Source: an optimization exercise on an open RTL-to-GDS flow (aim: small area). Production flows keep margins and buffers that such runs may drop.
In this exercise RTL edits were held to simulation tests only and were not proved equivalent to the original.
Power figures rest on the tool's default switching activity, not on a simulated workload.

==> design/flow/run.sh <==
#!/bin/bash
# synth_recipe.tcl (not shown) runs the flow's synth.tcl, then flattens the netlist and writes it again
# the make line also repeats each setting of config.mk as NAME=value (left out here)
make -C /OpenROAD-flow-scripts/flow DESIGN_CONFIG=/design/flow/config.mk WORK_HOME=/design/flow/orfs CLKGATE_MAP_FILE= SYNTH_SCRIPT=/design/flow/synth_recipe.tcl finish
==> design/flow/config.mk <==
export PLATFORM = sky130hd
export DESIGN_NAME = mips_pipe
export DESIGN_NICKNAME = mips_pipe
export VERILOG_FILES = /design/flow/design.v
export SDC_FILE = /design/flow/constraint.sdc
export NUM_CORES = 4
export LEC_CHECK = 0
export CAP_MARGIN = 20
export CORE_MARGIN = 2
export CORE_UTILIZATION = 40
export SLEW_MARGIN = 20
==> design/flow/constraint.sdc <==
create_clock -name core_clock -period 10.0 [get_ports {clk}]
set_input_delay 2.0000 -clock core_clock [delete_from_list [all_inputs] [get_ports {clk}]]
set_output_delay 2.0000 -clock core_clock [all_outputs]
set_load 0.01 [all_outputs]
==> design/flow/design.v <==
module fetch_stage #(
   parameter [31:0] RESET_PC = 32'h0
) (
   input  logic        clk,
   input  logic        rst_n,
   input  logic        stall_i,
   input  logic        redirect_taken_i,
   input  logic [31:0] redirect_target_i,
   output logic [31:0] imem_addr_o,
   input  logic [31:0] imem_data_i,
   output logic [31:0] if_instr_o,
   output logic [31:0] if_pc_plus4_o
);
   logic [31:0] pc_q;
   logic [31:0] pc_plus4;
   assign pc_plus4    = pc_q + 32'd4;
   assign imem_addr_o = pc_q;
   always_ff @(posedge clk) begin
      if (!rst_n) begin
         pc_q <= RESET_PC;
      end else if (redirect_taken_i) begin
         pc_q <= redirect_target_i;
      end else if (!stall_i) begin
         pc_q <= pc_plus4;
      end
   end
   always_ff @(posedge clk) begin
      if (!rst_n || redirect_taken_i) begin
         if_instr_o <= 32'h0;
      end else if (!stall_i) begin
         if_instr_o <= imem_data_i;
      end
   end
   always_ff @(posedge clk) begin
      if (!stall_i) begin
         if_pc_plus4_o <= pc_plus4;
      end
   end
endmodule
module pipe_ctrl (
   input  logic [31:0] if_instr_i,
   input  logic [4:0]  idex_rs_i,
   input  logic [4:0]  idex_rt_i,
   input  logic        idex_mem_read_i,
   input  logic        exmem_reg_write_i,
   input  logic [4:0]  exmem_dest_i,
   input  logic        memwb_reg_write_i,
   input  logic [4:0]  memwb_dest_i,
   output logic [9:0]  id_ctrl_o,
   output logic        stall_o,
   output logic [1:0]  fwd_a_o,
   output logic [1:0]  fwd_b_o
);
   localparam [5:0] OP_RTYPE = 6'h00;
   localparam [5:0] OP_BEQ   = 6'h04;
   localparam [5:0] OP_ADDI  = 6'h08;
   localparam [5:0] OP_LW    = 6'h23;
   localparam [5:0] OP_SW    = 6'h2b;
   localparam [5:0] F_ADD = 6'h20;
   localparam [5:0] F_SUB = 6'h22;
   localparam [5:0] F_AND = 6'h24;
   localparam [5:0] F_OR  = 6'h25;
   localparam [5:0] F_SLT = 6'h2a;
   localparam [2:0] ALU_ADD = 3'd0;
   localparam [2:0] ALU_SUB = 3'd1;
   localparam [2:0] ALU_AND = 3'd2;
   localparam [2:0] ALU_OR  = 3'd3;
   localparam [2:0] ALU_SLT = 3'd4;
   localparam C_REG_WRITE  = 9;
   localparam C_MEM_READ   = 8;
   localparam C_MEM_WRITE  = 7;
   localparam C_MEM_TO_REG = 6;
   localparam C_ALU_SRC    = 5;
   localparam C_REG_DST    = 4;
   localparam C_BRANCH     = 3;
   localparam [1:0] FWD_RF    = 2'd0;
   localparam [1:0] FWD_EXMEM = 2'd1;
   localparam [1:0] FWD_MEMWB = 2'd2;
   logic [5:0] opcode;
   logic [5:0] funct;
   logic [4:0] rs;
   logic [4:0] rt;
   logic [9:0] dec;
   logic       uses_rt;
   assign opcode = if_instr_i[31:26];
   assign rs     = if_instr_i[25:21];
   assign rt     = if_instr_i[20:16];
   assign funct  = if_instr_i[5:0];
   always_comb begin
      dec = 10'h0;
      case (opcode)
         OP_RTYPE: begin
            dec[C_REG_WRITE] = 1'b1;
            dec[C_REG_DST]   = 1'b1;
            case (funct)
               F_ADD:   dec[2:0] = ALU_ADD;
               F_SUB:   dec[2:0] = ALU_SUB;
               F_AND:   dec[2:0] = ALU_AND;
               F_OR:    dec[2:0] = ALU_OR;
               F_SLT:   dec[2:0] = ALU_SLT;
               default: dec = 10'h0;
            endcase
         end
         OP_ADDI: begin
            dec[C_REG_WRITE] = 1'b1;
            dec[C_ALU_SRC]   = 1'b1;
         end
         OP_LW: begin
            dec[C_REG_WRITE]  = 1'b1;
            dec[C_MEM_READ]   = 1'b1;
            dec[C_MEM_TO_REG] = 1'b1;
            dec[C_ALU_SRC]    = 1'b1;
         end
         OP_SW: begin
            dec[C_MEM_WRITE] = 1'b1;
            dec[C_ALU_SRC]   = 1'b1;
         end
         OP_BEQ: begin
            dec[C_BRANCH] = 1'b1;
            dec[2:0]      = ALU_SUB;
         end
         default: dec = 10'h0;
      endcase
   end
   assign uses_rt = (opcode == OP_RTYPE) || (opcode == OP_SW) || (opcode == OP_BEQ);
   assign stall_o = idex_mem_read_i && idex_rt_i != 5'd0 &&
                    (idex_rt_i == rs || (uses_rt && idex_rt_i == rt));
   assign id_ctrl_o = stall_o ? 10'h0 : dec;
   assign fwd_a_o = (exmem_reg_write_i && exmem_dest_i != 5'd0 && exmem_dest_i == idex_rs_i) ? FWD_EXMEM :
                    (memwb_reg_write_i && memwb_dest_i != 5'd0 && memwb_dest_i == idex_rs_i) ? FWD_MEMWB :
                    FWD_RF;
   assign fwd_b_o = (exmem_reg_write_i && exmem_dest_i != 5'd0 && exmem_dest_i == idex_rt_i) ? FWD_EXMEM :
                    (memwb_reg_write_i && memwb_dest_i != 5'd0 && memwb_dest_i == idex_rt_i) ? FWD_MEMWB :
                    FWD_RF;
endmodule
module reg_file (
   input  logic        clk,
   input  logic        rst_n,
   input  logic [4:0]  rs_i,
   input  logic [4:0]  rt_i,
   input  logic        wb_reg_write_i,
   input  logic [4:0]  wb_dest_i,
   input  logic [31:0] wb_data_i,
   output logic [31:0] rs_data_o,
   output logic [31:0] rt_data_o
);
   logic [31:0] regs [0:31];
   always_ff @(posedge clk) begin
      if (rst_n && wb_reg_write_i && wb_dest_i != 5'd0) begin
         regs[wb_dest_i] <= wb_data_i;
      end
   end
   assign rs_data_o = (rs_i == 5'd0) ? 32'h0 :
                      (wb_reg_write_i && wb_dest_i == rs_i) ? wb_data_i : regs[rs_i];
   assign rt_data_o = (rt_i == 5'd0) ? 32'h0 :
                      (wb_reg_write_i && wb_dest_i == rt_i) ? wb_data_i : regs[rt_i];
endmodule
module exec_stage (
   input  logic        clk,
   input  logic        rst_n,
   input  logic [9:0]  id_ctrl_i,
   input  logic [31:0] if_instr_i,
   input  logic [31:0] if_pc_plus4_i,
   input  logic [31:0] rs_data_i,
   input  logic [31:0] rt_data_i,
   input  logic [1:0]  fwd_a_i,
   input  logic [1:0]  fwd_b_i,
   input  logic [31:0] wb_data_i,
   output logic [4:0]  idex_rs_o,
   output logic [4:0]  idex_rt_o,
   output logic        idex_mem_read_o,
   output logic        redirect_taken_o,
   output logic [31:0] redirect_target_o,
   output logic [9:0]  exmem_ctrl_o,
   output logic [31:0] exmem_alu_result_o,
   output logic [31:0] exmem_store_data_o,
   output logic [4:0]  exmem_dest_o
);
   localparam [5:0] OP_RTYPE = 6'h00;
   localparam [5:0] OP_BEQ   = 6'h04;
   localparam [5:0] OP_ADDI  = 6'h08;
   localparam [5:0] OP_LW    = 6'h23;
   localparam [5:0] OP_SW    = 6'h2b;
   localparam [5:0] F_ADD = 6'h20;
   localparam [5:0] F_SUB = 6'h22;
   localparam [5:0] F_AND = 6'h24;
   localparam [5:0] F_OR  = 6'h25;
   localparam [5:0] F_SLT = 6'h2a;
   localparam [2:0] ALU_ADD = 3'd0;
   localparam [2:0] ALU_SUB = 3'd1;
   localparam [2:0] ALU_AND = 3'd2;
   localparam [2:0] ALU_OR  = 3'd3;
   localparam [2:0] ALU_SLT = 3'd4;
   localparam C_REG_WRITE  = 9;
   localparam C_MEM_READ   = 8;
   localparam C_MEM_WRITE  = 7;
   localparam C_MEM_TO_REG = 6;
   localparam C_ALU_SRC    = 5;
   localparam C_REG_DST    = 4;
   localparam C_BRANCH     = 3;
   localparam [1:0] FWD_RF    = 2'd0;
   localparam [1:0] FWD_EXMEM = 2'd1;
   localparam [1:0] FWD_MEMWB = 2'd2;
   logic [9:0]  idex_ctrl;
   logic [31:0] idex_rs_data;
   logic [31:0] idex_rt_data;
   logic [31:0] idex_imm_ext;
   logic [31:0] idex_pc_plus4;
   logic [4:0]  idex_rs;
   logic [4:0]  idex_rt;
   logic [4:0]  idex_rd;
   logic [31:0] op_a;
   logic [31:0] op_b_reg;
   logic [31:0] op_b;
   logic [31:0] alu_y;
   always_ff @(posedge clk) begin
      if (!rst_n) begin
         idex_ctrl <= 10'h0;
      end else begin
         idex_ctrl     <= redirect_taken_o ? 10'h0 : id_ctrl_i;
         idex_rs_data  <= rs_data_i;
         idex_rt_data  <= rt_data_i;
         idex_imm_ext  <= {{16{if_instr_i[15]}}, if_instr_i[15:0]};
         idex_pc_plus4 <= if_pc_plus4_i;
         idex_rs       <= if_instr_i[25:21];
         idex_rt       <= if_instr_i[20:16];
         idex_rd       <= if_instr_i[15:11];
      end
   end
   assign op_a     = (fwd_a_i == FWD_EXMEM) ? exmem_alu_result_o :
                     (fwd_a_i == FWD_MEMWB) ? wb_data_i : idex_rs_data;
   assign op_b_reg = (fwd_b_i == FWD_EXMEM) ? exmem_alu_result_o :
                     (fwd_b_i == FWD_MEMWB) ? wb_data_i : idex_rt_data;
   assign op_b     = idex_ctrl[C_ALU_SRC] ? idex_imm_ext : op_b_reg;
   always_comb begin
      case (idex_ctrl[2:0])
         ALU_ADD: alu_y = op_a + op_b;
         ALU_SUB: alu_y = op_a - op_b;
         ALU_AND: alu_y = op_a & op_b;
         ALU_OR:  alu_y = op_a | op_b;
         ALU_SLT: alu_y = {31'h0, $signed(op_a) < $signed(op_b)};
         default: alu_y = 32'h0;
      endcase
   end
   assign redirect_taken_o  = idex_ctrl[C_BRANCH] && (op_a == op_b_reg);
   assign redirect_target_o = idex_pc_plus4 + {idex_imm_ext[29:0], 2'b00};
   always_ff @(posedge clk) begin
      if (!rst_n) begin
         exmem_ctrl_o <= 10'h0;
      end else begin
         exmem_ctrl_o       <= idex_ctrl;
         exmem_alu_result_o <= alu_y;
         exmem_store_data_o <= op_b_reg;
         exmem_dest_o       <= idex_ctrl[C_REG_DST] ? idex_rd : idex_rt;
      end
   end
   assign idex_rs_o       = idex_rs;
   assign idex_rt_o       = idex_rt;
   assign idex_mem_read_o = idex_ctrl[C_MEM_READ];
endmodule
module mem_wb_stage (
   input  logic        clk,
   input  logic        rst_n,
   input  logic [9:0]  exmem_ctrl_i,
   input  logic [31:0] exmem_alu_result_i,
   input  logic [31:0] exmem_store_data_i,
   input  logic [4:0]  exmem_dest_i,
   output logic        dmem_re_o,
   output logic        dmem_we_o,
   output logic [31:0] dmem_addr_o,
   output logic [31:0] dmem_wdata_o,
   input  logic [31:0] dmem_rdata_i,
   output logic        memwb_reg_write_o,
   output logic [4:0]  memwb_dest_o,
   output logic [31:0] wb_data_o
);
   localparam [5:0] OP_RTYPE = 6'h00;
   localparam [5:0] OP_BEQ   = 6'h04;
   localparam [5:0] OP_ADDI  = 6'h08;
   localparam [5:0] OP_LW    = 6'h23;
   localparam [5:0] OP_SW    = 6'h2b;
   localparam [5:0] F_ADD = 6'h20;
   localparam [5:0] F_SUB = 6'h22;
   localparam [5:0] F_AND = 6'h24;
   localparam [5:0] F_OR  = 6'h25;
   localparam [5:0] F_SLT = 6'h2a;
   localparam [2:0] ALU_ADD = 3'd0;
   localparam [2:0] ALU_SUB = 3'd1;
   localparam [2:0] ALU_AND = 3'd2;
   localparam [2:0] ALU_OR  = 3'd3;
   localparam [2:0] ALU_SLT = 3'd4;
   localparam C_REG_WRITE  = 9;
   localparam C_MEM_READ   = 8;
   localparam C_MEM_WRITE  = 7;
   localparam C_MEM_TO_REG = 6;
   localparam C_ALU_SRC    = 5;
   localparam C_REG_DST    = 4;
   localparam C_BRANCH     = 3;
   localparam [1:0] FWD_RF    = 2'd0;
   localparam [1:0] FWD_EXMEM = 2'd1;
   localparam [1:0] FWD_MEMWB = 2'd2;
   logic        memwb_mem_to_reg;
   logic [31:0] memwb_alu_result;
   logic [31:0] memwb_load_data;
   assign dmem_re_o    = exmem_ctrl_i[C_MEM_READ];
   assign dmem_we_o    = exmem_ctrl_i[C_MEM_WRITE];
   assign dmem_addr_o  = exmem_alu_result_i;
   assign dmem_wdata_o = exmem_store_data_i;
   always_ff @(posedge clk) begin
      if (!rst_n) begin
         memwb_reg_write_o <= 1'b0;
         memwb_mem_to_reg  <= 1'b0;
      end else begin
         memwb_reg_write_o <= exmem_ctrl_i[C_REG_WRITE];
         memwb_mem_to_reg  <= exmem_ctrl_i[C_MEM_TO_REG];
         memwb_alu_result  <= exmem_alu_result_i;
         memwb_load_data   <= dmem_rdata_i;
         memwb_dest_o      <= exmem_dest_i;
      end
   end
   assign wb_data_o = memwb_mem_to_reg ? memwb_load_data : memwb_alu_result;
endmodule
module mips_pipe #(
   parameter [31:0] RESET_PC = 32'h0
) (
   input  logic        clk,
   input  logic        rst_n,
   output logic [31:0] imem_addr_o,
   input  logic [31:0] imem_data_i,
   output logic        dmem_re_o,
   output logic        dmem_we_o,
   output logic [31:0] dmem_addr_o,
   output logic [31:0] dmem_wdata_o,
   input  logic [31:0] dmem_rdata_i
);
   logic [31:0] if_instr;
   logic [31:0] if_pc_plus4;
   logic [9:0]  id_ctrl;
   logic        stall;
   logic [1:0]  fwd_a;
   logic [1:0]  fwd_b;
   logic        redirect_taken;
   logic [31:0] redirect_target;
   logic [9:0]  exmem_ctrl;
   logic [31:0] exmem_alu_result;
   logic [31:0] exmem_store_data;
   logic [4:0]  exmem_dest;
   logic [4:0]  idex_rs;
   logic [4:0]  idex_rt;
   logic        idex_mem_read;
   logic        wb_reg_write;
   logic [4:0]  wb_dest;
   logic [31:0] wb_data;
   logic [31:0] rs_data;
   logic [31:0] rt_data;
   fetch_stage #(.RESET_PC(RESET_PC)) fetch_i (
      .clk               (clk),
      .rst_n             (rst_n),
      .stall_i           (stall),
      .redirect_taken_i  (redirect_taken),
      .redirect_target_i (redirect_target),
      .imem_addr_o       (imem_addr_o),
      .imem_data_i       (imem_data_i),
      .if_instr_o        (if_instr),
      .if_pc_plus4_o     (if_pc_plus4)
   );
   pipe_ctrl ctrl_i (
      .if_instr_i        (if_instr),
      .idex_rs_i         (idex_rs),
      .idex_rt_i         (idex_rt),
      .idex_mem_read_i   (idex_mem_read),
      .exmem_reg_write_i (exmem_ctrl[9]),
      .exmem_dest_i      (exmem_dest),
      .memwb_reg_write_i (wb_reg_write),
      .memwb_dest_i      (wb_dest),
      .id_ctrl_o         (id_ctrl),
      .stall_o           (stall),
      .fwd_a_o           (fwd_a),
      .fwd_b_o           (fwd_b)
   );
   reg_file regs_i (
      .clk            (clk),
      .rst_n          (rst_n),
      .rs_i           (if_instr[25:21]),
      .rt_i           (if_instr[20:16]),
      .wb_reg_write_i (wb_reg_write),
      .wb_dest_i      (wb_dest),
      .wb_data_i      (wb_data),
      .rs_data_o      (rs_data),
      .rt_data_o      (rt_data)
   );
   exec_stage exec_i (
      .clk                (clk),
      .rst_n              (rst_n),
      .id_ctrl_i          (id_ctrl),
      .if_instr_i         (if_instr),
      .if_pc_plus4_i      (if_pc_plus4),
      .rs_data_i          (rs_data),
      .rt_data_i          (rt_data),
      .fwd_a_i            (fwd_a),
      .fwd_b_i            (fwd_b),
      .wb_data_i          (wb_data),
      .idex_rs_o          (idex_rs),
      .idex_rt_o          (idex_rt),
      .idex_mem_read_o    (idex_mem_read),
      .redirect_taken_o   (redirect_taken),
      .redirect_target_o  (redirect_target),
      .exmem_ctrl_o       (exmem_ctrl),
      .exmem_alu_result_o (exmem_alu_result),
      .exmem_store_data_o (exmem_store_data),
      .exmem_dest_o       (exmem_dest)
   );
   mem_wb_stage mem_wb_i (
      .clk                (clk),
      .rst_n              (rst_n),
      .exmem_ctrl_i       (exmem_ctrl),
      .exmem_alu_result_i (exmem_alu_result),
      .exmem_store_data_i (exmem_store_data),
      .exmem_dest_i       (exmem_dest),
      .dmem_re_o          (dmem_re_o),
      .dmem_we_o          (dmem_we_o),
      .dmem_addr_o        (dmem_addr_o),
      .dmem_wdata_o       (dmem_wdata_o),
      .dmem_rdata_i       (dmem_rdata_i),
      .memwb_reg_write_o  (wb_reg_write),
      .memwb_dest_o       (wb_dest),
      .wb_data_o          (wb_data)
   );
endmodule
==> results of run 1 <==
==> synth_stat cells (13+ instances only) <==
library cell	count
edfxtp_1	1316
mux4_2	507
mux2i_1	269
nor2_1	260
clkbuf_1	206
a21oi_1	154
ha_1	138
nand2_1	137
o21ai_0	131
inv_1	118
mux2_2	101
xnor2_1	94
nor3_1	92
xor2_1	87
buf_1	78
dfxtp_1	78
o22ai_1	67
a211oi_1	65
a221oi_1	49
nand3_1	49
nand4_1	37
o21a_1	33
o31ai_1	32
a21o_1	29
nand2b_1	29
buf_2	27
o211ai_1	23
a211oi_2	20
o221ai_1	20
o21bai_1	19
a221o_1	17
and3_1	15
nor4_1	15
o21ai_1	13
==> cell usage in the layout, fill, tap and decap left out, types with 33 or more instances in the layout <==
| cell type | n |
|---|---|
| ha_1 | 138 |
| o21ai_0 | 131 |
| a211oi_1 | 65 |
| a221oi_1 | 49 |
| nor2_1 | 229 |
| nand3_1 | 47 |
| dfxtp_1 | 65 |
| buf_4 | 102 |
| a21oi_1 | 153 |
| mux2i_1 | 268 |
| o22ai_1 | 67 |
| xnor2_1 | 94 |
| clkdlybuf4s50_1 | 162 |
| nand2_1 | 135 |
| inv_1 | 116 |
| clkbuf_1 | 40 |
| nand4_1 | 37 |
| o21a_1 | 33 |
| nor3_1 | 88 |
| xor2_1 | 87 |
| mux4_2 | 507 |
| clkbuf_16 | 154 |
| edfxtp_1 | 1316 |
| nor2_4 | 33 |
| mux2_2 | 101 |
==> routing by layer <==
| layer | track usage, % | vias to the layer above | part of all wire, % |
|---|---|---|---|
| met5 | 0 | - | 0.0036 |
| met4 | 9.25 | 2 | 3.9 |
| met3 | 4.12 | 449 | 8.4 |
| met2 | 40.0 | 2238 | 48 |
| met1 | 32.1 | 22856 | 39 |
| li1 | - | 18275 | - |
==> how the worst min path moves through the flow <==
stage | end | slack, ps
after floorplan | exec_i.idex_pc_plus4[0] | 400
after global placement | exec_i.idex_pc_plus4[27] | 400
after detailed placement | exec_i.idex_pc_plus4[4] | 410
after CTS | exec_i.idex_pc_plus4[10] | 420
after global routing | exec_i.idex_pc_plus4[19] | 430
final | exec_i.idex_pc_plus4[10] | 420
==> critical path: stages, from the launching register on <==
cell and delay [ps]:
edfxtp_1 590, or3_1 680, o311ai_4 710, nor2_4 60, buf_4 270, o21ai_0 450, o21ai_0 190, mux2_2 320
ha_1 340, nor2b_1 160, o31ai_1 330, a21oi_1 170, o41ai_1 630, o21a_1 340, o211ai_1 240, a41o_1 290
mux2i_1 180, xnor2_1 160, nor2_1 60, a211oi_1 210
==> stage by stage <==
stage	setup slack (ps)	utilization, %	power, W	instances	instance area (µm²)
4_1_cts	3560	45.7	0.0145	7049	79300
5_1_grt	2960	45.7	0.0149	7049	79300
3_3_place_gp	3670	42.9	0.00891	6780	74400
2_1_floorplan	4590	-	0.00812	4510	70000
6_report	3470	45.7	0.0144	7053	79300
3_5_place_dp	3580	42.9	0.00892	6780	74400
==> logic make-up (layout without fill, tap and decap cells) <==
logic type               after synthesis  count (layout)  synth area share (%)
adder cells (fa/ha/maj)              141             141                  2.56
AO/OA/AOI/OAI                        734             734                  7.17
buffers and inverters                446             660                  2.56
AND/OR/NAND/NOR                      703             703                  4.74
flip-flops                          1394            1394                  58.8
multiplexers                         879             879                  21.9
other                                  1              36               0.00537
XOR/XNOR                             181             181                  2.27
==> power groups by stage <==
stage	logic, W	registers [W]	clock network, W
6_report	0.00190	0.00693	0.00559
5_1_grt	0.00203	0.00694	0.00590
4_1_cts	0.00188	0.00693	0.00568
3_5_place_dp	0.00187	0.00705	0
3_3_place_gp	0.00186	0.00705	0
2_1_floorplan	0.00121	0.00691	0
==> final cells by class <==
class | count | area (µm²) | area share (%)
tap | 2325 | 2910 | 3.67
multi-input combinational | 2670 | 27400 | 34.6
antenna | 4 | 10.0 | 0.0126
clock buffer | 196 | 4030 | 5.08
timing repair buffer | 271 | 2520 | 3.18
inverter | 120 | 450 | 0.568
sequential | 1394 | 41100 | 51.9
clock inverter | 73 | 846 | 1.07
==> reports/results.ini, run 1 <==
[outcome]
status = complete, no violations

[placement]
gp_congestion = 0.940
io_buffers = 163
hpwl_um = 131000

[die]
dieWidth_um = 422
core_mm2 = 0.174
die_area_mm2 = 0.178
start_util_pct = 40.2
die_h_um = 422
placementRows = 153
pin_count = 164

[synthesis]
synthFlopType = edfxtp_1
ys_warn_count = 5
synthCells = 4479
syn_area_mm2 = 0.0698
postSynthRegisterBits = 1394
synth.largest_area_cell = edfxtp_1
avgSynthCellArea_um2 = 15.6
synth-async-reset-ratio_pct = 0
synth_edf_count = 1316
synthTopCellsByArea = edfxtp_1, mux4_2, mux2i_1
yosysUniqueCellTypes = 80
ys_seq_area_share_pct = 58.8
yosysTopAreaCellShare_pct = 56.6

[power_and_ir_drop]
p_comb_share_pct = 13.2
p_sw_share_pct = 25.7
leakage_nw = 25.6
p_int_w = 0.0107
power_density_mw_per_mm2 = 182
ir_worst_vdd_mv = 0.150
p_clk_share_pct = 38.8
seqPwrFrac_pct = 48.1
switchingPower_w = 0.00370

[cts]
cts_inserted_buffers = 151
ctsResizeCount = 0
max-clock-path-buffers = 3
postCtsHoldBufs = 0
cts_setup_buffers = 0
cts_tree = done
clkTransAtPathRegs_ps = 60
clk_latency_ps = 800
root_buffer = clkbuf_16
cts_sinks = 1394
htree_levels = 4

[hold_path]
hp-start = fetch_i.if_pc_plus4_o[10]
hold_depth = 0
hold_class = flop to flop

[timing]
report.final.slew_viol_count = 0
rsz0062_at_grt = no
tightestPinTransition_ps = 1240
fin_worst_skew_ps = 22.1
hold_violations = 0
max_slew_margin_pct = 16.3
hold_ws_ps = 416
max_freq_ghz = 0.153
setup_viol = 0
fin_crit_ps = 6530
fin_setup_tns_ps = 0
fin_crit_sh_pct = 65.3

[drt]
drc_errors = 0
vias = 43820
wl_per_cell_um = 31.1
viasPerCell = 6.21
dr.pass1.iters = 7
routed_wl_um = 219000
postRouteAntennaNets = 0
drt_iter0_drc = 5184

[worst_setup_path]
worst_setup_path_end_kind = flop
path_class = flop to flop
cp_data_required_time_ps = 10620
cp_max_fo = 19
r2r-end = exec_i.exmem_alu_result_o[28]
cp-start-kind = flop
r2r_start = mem_wb_i.memwb_dest_o[4]
startpoint = mem_wb_i.memwb_dest_o[4]
worstSetupEndpoint = exec_i.exmem_alu_result_o[28]
cp.arrival_ps = 7150
rrSetupSlack_ps = 3470
rr_worst_depth = 19

[global_routing]
grt_pass1_vias = 42810
grt_usage_pct = 24.3
grt_max_degree = 139
overflow = 0
grt_pass1_wl_um = 311000
antenna_found_initial = 4

[finish]
finalNetCount = 4815
largest_reg_flops = 1024
largest_register = regs_i.regs
layout-drive-gt1-share_pct = 22.0
area_growth_pct = 13.5
fillCellCount = 14977

[flow_run]
cap_violations = 0

==> run 2, diff against run 1 <==
==> design/flow/design.v (replaced) <==
module mips_pipe #(
   parameter [31:0] RESET_PC = 32'h0
) (
   input  logic        clk,
   input  logic        rst_n,
   output logic [31:0] imem_addr_o,
   input  logic [31:0] imem_data_i,
   output logic        dmem_re_o,
   output logic        dmem_we_o,
   output logic [31:0] dmem_addr_o,
   output logic [31:0] dmem_wdata_o,
   input  logic [31:0] dmem_rdata_i
);
   logic [2:0]  ph;         
   logic [29:0] pc;         
   logic        cy;         
   logic        eqf;        
   logic        wb_en;      
   logic [4:0]  wb_dest;
   logic [31:0] rsr;        
   logic [27:0] dsr;        
   wire ph0 = (ph == 3'd0);
   wire ph7 = (ph == 3'd7);
   wire [31:0] ins = imem_data_i;
   wire [5:0]  op  = ins[31:26];
   wire [5:0]  fn  = ins[5:0];
   wire [4:0]  rs  = ins[25:21];
   wire [4:0]  rt  = ins[20:16];
   wire [4:0]  rd  = ins[15:11];
   wire is_r    = (op == 6'h00);
   wire is_addi = (op == 6'h08);
   wire is_lw   = (op == 6'h23);
   wire is_sw   = (op == 6'h2b);
   wire is_beq  = (op == 6'h04);
   wire f_add   = (fn == 6'h20);
   wire f_sub   = (fn == 6'h22);
   wire f_and   = (fn == 6'h24);
   wire f_or    = (fn == 6'h25);
   wire f_slt   = (fn == 6'h2a);
   wire r_ok    = is_r & (f_add | f_sub | f_and | f_or | f_slt);
   wire do_sub  = is_r & (f_sub | f_slt);
   wire do_and  = is_r & f_and;
   wire do_or   = is_r & f_or;
   wire do_slt  = is_r & f_slt;
   wire use_imm = is_addi | is_lw | is_sw;
   wire [3:0] wb_d = rsr[3:0];
   logic [3:0] tap [0:31];
   assign tap[0] = 4'h0;
   genvar k;
   generate
      for (k = 1; k < 32; k++) begin : g_reg
         logic [31:0] r;
         wire we = wb_en && (wb_dest == k);
         assign tap[k] = we ? wb_d : r[3:0];
         always_ff @(posedge clk) r <= {tap[k], r[31:4]};
      end
   endgenerate
   wire [3:0] a  = tap[rs];
   wire [3:0] bt = tap[rt];
   logic [3:0] imm_c;
   always_comb begin
      case (ph)
         3'd0:    imm_c = ins[3:0];
         3'd1:    imm_c = ins[7:4];
         3'd2:    imm_c = ins[11:8];
         3'd3:    imm_c = ins[15:12];
         default: imm_c = {4{ins[15]}};
      endcase
   end
   wire [3:0] b   = use_imm ? imm_c : bt;
   wire       cin = ph0 ? do_sub : cy;
   wire [4:0] s   = {1'b0, a} + {1'b0, b ^ {4{do_sub}}} + {4'b0, cin};
   wire [3:0] y   = do_and ? (a & b) :
                    do_or  ? (a | b) :
                    do_slt ? 4'h0    : s[3:0];
   wire       lt  = (a[3] ^ b[3]) ? a[3] : s[3];
   wire       eq  = (ph0 | eqf) & (a == bt);
   wire       taken = is_beq & eq;
   always_ff @(posedge clk) begin
      cy  <= s[4];
      eqf <= eq;
      dsr <= {bt, dsr[27:4]};
      if (ph7 && is_lw) rsr <= dmem_rdata_i;
      else              rsr <= {y, rsr[31:5], (ph7 && do_slt) ? lt : rsr[4]};
   end
   always_ff @(posedge clk) begin
      if (!rst_n) begin
         ph    <= 3'd0;
         pc    <= RESET_PC[31:2];
         wb_en <= 1'b0;
      end else begin
         ph <= ph + 3'd1;
         if (ph7) begin
            pc    <= pc + 30'd1 + (taken ? {{14{ins[15]}}, ins[15:0]} : 30'd0);
            wb_en <= r_ok | is_addi | is_lw;
         end
      end
   end
   always_ff @(posedge clk) begin
      if (ph7) wb_dest <= is_r ? rd : rt;
   end
   assign imem_addr_o  = {pc, 2'b00};
   assign dmem_re_o    = ph7 & is_lw;
   assign dmem_we_o    = ph7 & is_sw;
   assign dmem_addr_o  = {y, rsr[31:4]};
   assign dmem_wdata_o = {bt, dsr};
endmodule
==> run 2 against run 1 <==
Net effect:
- still clean
- hold slack got worse by 130 ps
- non-clock buffer count shrank 16
- sequential cell count fell by 301
- global-route usage grew 4.1 points
- sequential power decreased by 37%
- via count fell by 53%
- die area fell by 55%
- register-to-register slack worse by 1900 ps
- core utilization grew 2.6 points
==> reports/results.ini, run 2 <==
[finish]
layout_common_cells = dfxtp_1, nand2_1, o21ai_0
finalNetCount = 2837
final_cells = 3852
largest_register = g.r
post-route-util_pct = 48.3
area_growth_pct = 20.2
final_common_cell = dfxtp_1
largest_reg_flops = 992
largestRegisters = g.r x992, rsr x32, pc x30
layout-drive-gt1-share_pct = 12.9

[timing]
tightestPinTransition_ps = 1150
hold_ws_ps = 289
fin_crit_ps = 9240
max_slew_margin_pct = 22.5
rsz0062_at_grt = no
setup_viol = 0
fin_crit_sh_pct = 92.4
max_freq_ghz = 0.108
hold_violations = 0
report.final.slew_viol_count = 0
fin_worst_skew_ps = 47.1
fin_setup_tns_ps = 0

[worst_setup_path]
cp_data_required_time_ps = 8000
cp_max_fo = 13
worst_setup_path_end_kind = output pin
cp-start-kind = input port
cp.arrival_ps = 7240
path_class = input port to output pin

[outcome]
status = complete, no violations

[drt]
vias = 20571
routed_wl_um = 114000
postRouteAntennaNets = 0
wl_per_cell_um = 29.5
dr.pass1.iters = 6
drc_errors = 0
viasPerCell = 5.34
drt_iter0_drc = 1787

[synthesis]
synth_compound_area_share_pct = 10.8
synth_top_family_by_area = compound AO/OA/AOI/OAI gates
synth_common_cells = dfxtp_1, nand2_1, o21ai_0, nand3_1, a21oi_1
yosysUniqueCellTypes = 93
synthAdderAreaFrac_pct = 1.91
synthCells = 2515
synthFlopType = dfxtp_1
yosys.area_share.xor_xnor_pct = 0.877
ys_seq_area_share_pct = 70.8
postSynthRegisterBits = 1093
syn_area_mm2 = 0.0310
ys_warn_count = 2
synth_edf_count = 5
yosysMostFrequentCell = dfxtp_1
synthTopCellsByArea = dfxtp_1, o21ai_0, nand2_1
synth-simple-area-share_pct = 10.0
avgSynthCellArea_um2 = 12.3
synth.largest_area_cell = dfxtp_1
yosysTopAreaCellShare_pct = 70.4
synth_mux_area_share_pct = 2.46
synth-async-reset-ratio_pct = 0

[power_and_ir_drop]
leakage_nw = 14.5
power_density_mw_per_mm2 = 224
p_int_w = 0.00661
switchingPower_w = 0.00172
p_sw_share_pct = 20.6
p_comb_share_pct = 1.7
p_clk_share_pct = 45.8
ir_worst_vdd_mv = 0.202
seqPwrFrac_pct = 52.5

[placement]
io_buffers = 161
gp_congestion = 0.979
hpwl_um = 84800
placedCellCount = 3667

[hold_path]
hold_class = flop to flop

[die]
pin_count = 164
placementRows = 102
dieWidth_um = 282
die_h_um = 282
die_area_mm2 = 0.0796
core_mm2 = 0.0771
start_util_pct = 40.2

[cts]
cts_inserted_buffers = 99
htree_levels = 3
ctsResizeCount = 0
clk_latency_ps = 680
clkTransAtPathRegs_ps = 60
cts_tree = done
postCtsHoldBufs = 0
cts_setup_buffers = 0
cts_sinks = 1093
max-clock-path-buffers = 3
root_buffer = clkbuf_16

[global_routing]
antenna_found_initial = 6
grt_pass1_wl_um = 157000
grt_pass1_vias = 20317
overflow = 0
grt_usage_pct = 28.4
grt_max_degree = 49

[flow_run]
cap_violations = 0

run 2: changes by cell type after synthesis, sizes merged, moves of 137 or more:
cell / previous run / this run
edfxtp: 1316 / 5
mux2i: 270 / 12
clkbuf: 206 / 69
nor2: 262 / 62
dfxtp: 78 / 1088
mux4: 507 / 0
run 2: logic make-up after synthesis:
logic type / count (synthesis)
DFF: 1093
and+or+nand+nor: 583
AOI/OAI and AO/OA: 515
buffers and inverters: 177
muxes: 69
adders and majority gates: 46
xor gates and xnor gates: 31
other: 1
run 2: critical path, stage by stage:
cell and delay [ps]:
clkdlybuf4s50_1 780, nor3b_1 830, nand2_1 500, or2_2 430, o2111ai_1 120, or4_1 220
nor4_4 90, a21oi_1 240, xor2_1 120, fa_1 460, fa_1 480, xnor2_1 150
o22ai_1 200, clkdlybuf4s50_1 600
run 2: final cells by class:
type                    count  area (µm²)
flip-flops and latches   1093       21900
multi-input cells        1246        8120
fillers                  6952       39900
diodes                      3        7.51
clock buffers             136        2760
well taps                1040        1300
repair buffers            255        2320
inverters                  33         124
clock inverters            46         647
run 2: worst paths after layout:
check	startpoint	end	slack [ps]	cells after the start
max reg2reg	wb_en	pc[29]	1600	22
max	imem_data_i[18]	dmem_addr_o[30]	760	14
min reg2reg	g_reg[21].r[28]	g_reg[21].r[24]	290	0
min	g_reg[21].r[28]	g_reg[21].r[24]	290	0
run 2: metal layers:
layer | part of all wire, % | vias up | wire length (µm) | GRT usage (%)
met5 | 0.024 | - | 27 | 0
met4 | 4.6 | 4 | 5210 | 11.9
met3 | 6.7 | 231 | 7580 | 5.15
met2 | 45 | 913 | 50900 | 45.2
met1 | 44 | 10184 | 50000 | 37.9
li1 | - | 9239 | - | -
run 2: through the flow:
| step | setup WS (ps) | cell area [µm²] | total power [W] |
|---|---|---|---|
| CTS | 731 | 37200 | 0.00842 |
| floorplan | 2700 | 31000 | 0.00453 |
| global route | 455 | 37200 | 0.00861 |
| detailed placement | 762 | 33800 | 0.00461 |
| finish | 761 | 37200 | 0.00833 |
| global placement | 741 | 33800 | 0.00461 |
run 2: power by group through the flow:
stage          clock network [W]  registers (W)   logic, W
2_1_floorplan                  0        0.00446  0.0000651
3_3_place_gp                   0        0.00447   0.000142
3_5_place_dp                   0        0.00447   0.000141
4_1_cts                  0.00391        0.00437   0.000142
5_1_grt                  0.00409        0.00437   0.000150
6_report                 0.00382        0.00437   0.000144

## re-timing with driven ports
How much do the figures lean on ideal ports? The routed layouts below were timed once more, with nothing changed but the port constraints. Step 1 assumes that a clkbuf_16 drives the clock port and a buf_2 every other input. Step 2 times the ports against the registers' clock, not the clock port: input delays grow and output delays shrink by t, the midpoint of the rising clock arrivals with the driver on. Slacks: no drivers / after step 1 / after step 2; pairs: no drivers / after step 1.
run	shift t [ns]	setup WS [ns]	hold slack, ns	pins driven straight from the clock port
run 1	0.883	3.474 / 3.474 / 3.474	0.416 / 0.416 / 0.416	1
run 2	0.721	0.761 / 0.696 / 0.696	0.289 / 0.289 / 0.289	1
After both steps setup and hold are still met in every run listed. For run 2, which loses most, drivers alone change the setup slack by -0.065 ns; drivers and shift together by -0.065 ns.
